Context: an optimization exercise on an open-source flow, tuned for small area. The choices shown serve that exercise and are no tape-out recipe. RTL that was checked went through simulation tests only; none was proved equivalent to the original. No activity file was given, so power comes from the tool's default toggle rates.

==> flow/design.v (excerpt) <==
module agu_pipe_stage
#(
  parameter int ADDR_W    = 64,
  parameter int NUM_CH    = 3,
  parameter int DISP_W    = 32,
  parameter int PAYLOAD_W = 256,
  parameter int DEPTH     = 2
) (
  input  logic                     clk,
  input  logic                     resetN,
  input  logic                     flushIn,
  input  logic                     inValid,
  output logic                     inReady,
  input  logic [PAYLOAD_W-1:0]     inPayload,
  input  logic [NUM_CH-1:0]        inMemAccess,
  input  logic [NUM_CH*ADDR_W-1:0] inBase,
  input  logic [NUM_CH*ADDR_W-1:0] inIndex,
  input  logic [NUM_CH-1:0]        inIndexValid,
  input  logic [NUM_CH*2-1:0]      inScale,
  input  logic [NUM_CH*DISP_W-1:0] inDisp,
  output logic                     outValid,
  input  logic                     outReady,
  output logic [PAYLOAD_W-1:0]     outPayload,
  output logic [NUM_CH-1:0]        outMemAccess,
  output logic [NUM_CH*ADDR_W-1:0] outAddr,
  output logic [NUM_CH-1:0]        outFault,
  output logic [31:0]              acceptedCount
);
Size in the first run: roughly 940 flip-flops, about 1200 I/O pins, roughly 0.049 sq mm of cells after synthesis.
==> module agu_sh1_n, before the edit <==
module agu_sh1_n (
  input  logic [1:0] sel_i,
  input  logic [1:0] idx_i,
  output logic       y_n_o
);
  assign y_n_o = ~|(sel_i & idx_i);
endmodule
==> module agu_sh2, before the edit <==
module agu_sh2 (
  input  logic       sel_i,
  input  logic [1:0] t_n_i,
  output logic       y_o
);
  assign y_o = ~(sel_i ? t_n_i[1] : t_n_i[0]);
endmodule
==> module agu_addr_calc, before the edit <==
module agu_addr_calc (
  input  logic [63:0] base_i,
  input  logic [63:0] index_i,
  input  logic        index_valid_i,
  input  logic [1:0]  scale_i,
  input  logic [31:0] disp_i,
  output logic [63:0] sum_o
);
  logic [3:0]  sel;
  logic [63:0] t_n;
  logic [63:0] sidx, dext, s, p;
  logic [63:1] c, g;
  logic [63:2] cy;
  assign dext   = {{32{disp_i[31]}}, disp_i};
  assign sel[0] = index_valid_i & ~scale_i[0];
  assign sel[1] = index_valid_i & scale_i[0];
  assign sel[2] = scale_i[1];
  assign sel[3] = 1'b0;   
  assign t_n[0] = ~(sel[0] & index_i[0]);
  for (genvar i = 1; i < 64; i++) begin : g_sh1
    agu_sh1_n u_sh1 (
      .sel_i ({sel[1], sel[0]}),
      .idx_i ({index_i[i-1], index_i[i]}),
      .y_n_o (t_n[i])
    );
  end
  assign sidx[0] = ~sel[2] & ~t_n[0];
  assign sidx[1] = ~sel[2] & ~t_n[1];
  for (genvar i = 2; i < 64; i++) begin : g_sh2
    agu_sh2 u_sh2 (.sel_i(sel[2]), .t_n_i({t_n[i-2], t_n[i]}), .y_o(sidx[i]));
  end
  for (genvar i = 0; i < 64; i++) begin : g_csa
    if (i < 63) begin : g_fa
      agu_fa u_fa (.a_i(base_i[i]), .b_i(sidx[i]), .c_i(dext[i]), .s_o(s[i]), .co_o(c[i+1]));
    end else begin : g_fa_top
      logic unused_co;
      agu_fa u_fa (.a_i(base_i[i]), .b_i(sidx[i]), .c_i(dext[i]), .s_o(s[i]), .co_o(unused_co));
    end
  end
  assign p[0] = s[0];
  for (genvar i = 1; i < 63; i++) begin : g_pg
    agu_ha u_ha (.a_i(s[i]), .b_i(c[i]), .s_o(p[i]), .co_o(g[i]));
  end
  assign p[63] = s[63] ^ c[63];
  assign g[63] = 1'b0;   
  agu_carry_net u_cn (.p_i(p[62:1]), .g_i(g[62:1]), .cy_o(cy));
  assign sum_o = {p[63:2] ^ cy, p[1:0]};
endmodule
export LEC_CHECK = 0
export CAP_MARGIN = 20
export CORE_MARGIN = 2
export CORE_UTILIZATION = 40
export CTS_CLUSTER_DIAMETER = 150
export CTS_CLUSTER_SIZE = 24
export SLEW_MARGIN = 20
export SYNTH_HIERARCHICAL = 1
create_clock -name core_clock -period 5.5 [get_ports {clk}]
standard.sh (not shown) runs the stock make flow with config.mk's settings and CLKGATE_MAP_FILE= SYNTH_SCRIPT=/design/flow/synth_recipe.tcl, a recipe that flattens the netlist after the stock synthesis.
==> flow/flow/run.sh <==
#!/bin/bash
# Standard ORFS layout (the standard.sh, standard synthesis) with three changes:
#  - ports are buffered with buf_1 instead of the flow's default pick;
#  - the floorplan step removes synthesis buffers instead of sizing up gates against
#    a wire-load estimate of the still unbuffered high-fanout nets;
#  - after global routing, cells on paths with positive slack are sized down.
set -euo pipefail
bash standard.sh \
  "BUFFER_PORTS_ARGS=-buffer_cell sky130_fd_sc_hd__buf_1" \
  REMOVE_ABC_BUFFERS=1 \
  RECOVER_POWER=100 \
  finish > standard_flow.log 2>&1
The baseline finished but failed the layout checks on max-capacitance violations, max-slew violations.
Edit:
--- a/flow/design.v
+++ b/flow/design.v
@@ -7,25 +7,18 @@
     SCALE_1 = 2'd0,
     SCALE_2 = 2'd1,
     SCALE_4 = 2'd2,
     SCALE_8 = 2'd3
   } scale_e;
 endpackage
-module agu_sh1_n (
-  input  logic [1:0] sel_i,
-  input  logic [1:0] idx_i,
-  output logic       y_n_o
-);
-  assign y_n_o = ~|(sel_i & idx_i);
-endmodule
-module agu_sh2 (
-  input  logic       sel_i,
-  input  logic [1:0] t_n_i,
+module agu_idx_sel (
+  input  logic [3:0] sel_i,
+  input  logic [3:0] idx_i,
   output logic       y_o
 );
-  assign y_o = ~(sel_i ? t_n_i[1] : t_n_i[0]);
+  assign y_o = |(sel_i & idx_i);
 endmodule
 module agu_fa (
   input  logic a_i,
   input  logic b_i,
   input  logic c_i,
   output logic s_o,
@@ -166,34 +159,30 @@
   input  logic        index_valid_i,
   input  logic [1:0]  scale_i,
   input  logic [31:0] disp_i,
   output logic [63:0] sum_o
 );
   logic [3:0]  sel;
-  logic [63:0] t_n;
   logic [63:0] sidx, dext, s, p;
   logic [63:1] c, g;
   logic [63:2] cy;
+  assign sel[0] = index_valid_i & (scale_i == 2'd0);
+  assign sel[1] = index_valid_i & (scale_i == 2'd1);
+  assign sel[2] = index_valid_i & (scale_i == 2'd2);
+  assign sel[3] = index_valid_i & (scale_i == 2'd3);
   assign dext   = {{32{disp_i[31]}}, disp_i};
-  assign sel[0] = index_valid_i & ~scale_i[0];
-  assign sel[1] = index_valid_i & scale_i[0];
-  assign sel[2] = scale_i[1];
-  assign sel[3] = 1'b0;   
-  assign t_n[0] = ~(sel[0] & index_i[0]);
-  for (genvar i = 1; i < 64; i++) begin : g_sh1
-    agu_sh1_n u_sh1 (
-      .sel_i ({sel[1], sel[0]}),
-      .idx_i ({index_i[i-1], index_i[i]}),
-      .y_n_o (t_n[i])
+  assign sidx[0] = sel[0] & index_i[0];
+  assign sidx[1] = (sel[0] & index_i[1]) | (sel[1] & index_i[0]);
+  assign sidx[2] = (sel[0] & index_i[2]) | (sel[1] & index_i[1]) | (sel[2] & index_i[0]);
+  for (genvar i = 3; i < 64; i++) begin : g_sel
+    agu_idx_sel u_sel (
+      .sel_i (sel),
+      .idx_i ({index_i[i-3], index_i[i-2], index_i[i-1], index_i[i]}),
+      .y_o   (sidx[i])
     );
   end
-  assign sidx[0] = ~sel[2] & ~t_n[0];
-  assign sidx[1] = ~sel[2] & ~t_n[1];
-  for (genvar i = 2; i < 64; i++) begin : g_sh2
-    agu_sh2 u_sh2 (.sel_i(sel[2]), .t_n_i({t_n[i-2], t_n[i]}), .y_o(sidx[i]));
-  end
   for (genvar i = 0; i < 64; i++) begin : g_csa
     if (i < 63) begin : g_fa
       agu_fa u_fa (.a_i(base_i[i]), .b_i(sidx[i]), .c_i(dext[i]), .s_o(s[i]), .co_o(c[i+1]));
     end else begin : g_fa_top
       logic unused_co;
       agu_fa u_fa (.a_i(base_i[i]), .b_i(sidx[i]), .c_i(dext[i]), .s_o(s[i]), .co_o(unused_co));
Outcome: The changed run produced a layout that fails on max-capacitance violations, max-slew violations. Clock skew fell by 0.027 ns. Sequential power is about the same. Count of clock-buffer cells in the layout shrinks by 10. Design area went down slightly. Die area is lower slightly. Routed wire length came out lower by a few percent. Setup slack gains 0.19 ns. Power decreases slightly. Global-route usage drops by 1.0 points. Non-clock buffer count falls by 37. Core utilization fell by 0.19 points. Sequential cell count does not change. Via count came out higher by a few percent.
The RTL of the first run of this note was laid out without a check of its function.

[separate check: timing with driven ports]
The flow's constraints put no driver on any port. The routed layouts listed below were extracted and timed again, unchanged, in two steps. Step 1 assumes that a clkbuf_16 drives the clock port and a buf_2 every other input. Step 2 also shifts input and output timing later by t, the mid clock arrival at the registers, as if the neighbouring blocks saw the same clock. a / b / c = ideal ports / drivers / drivers and shift; a / b = the first two.
run | shift t [ns] | setup WS [ns] | worst setup path after step 2 | latest minus earliest clock arrival (ns)
the first run | 0.748 | 0.249 / 0.238 / -0.452 | input to register | 0.051 / 0.050
the second run | 0.728 | 0.441 / 0.479 / -0.249 | input to register | 0.036 / 0.037
For the first run, which loses most, drivers alone change the setup slack by -0.011 ns; drivers and shift together by -0.701 ns.
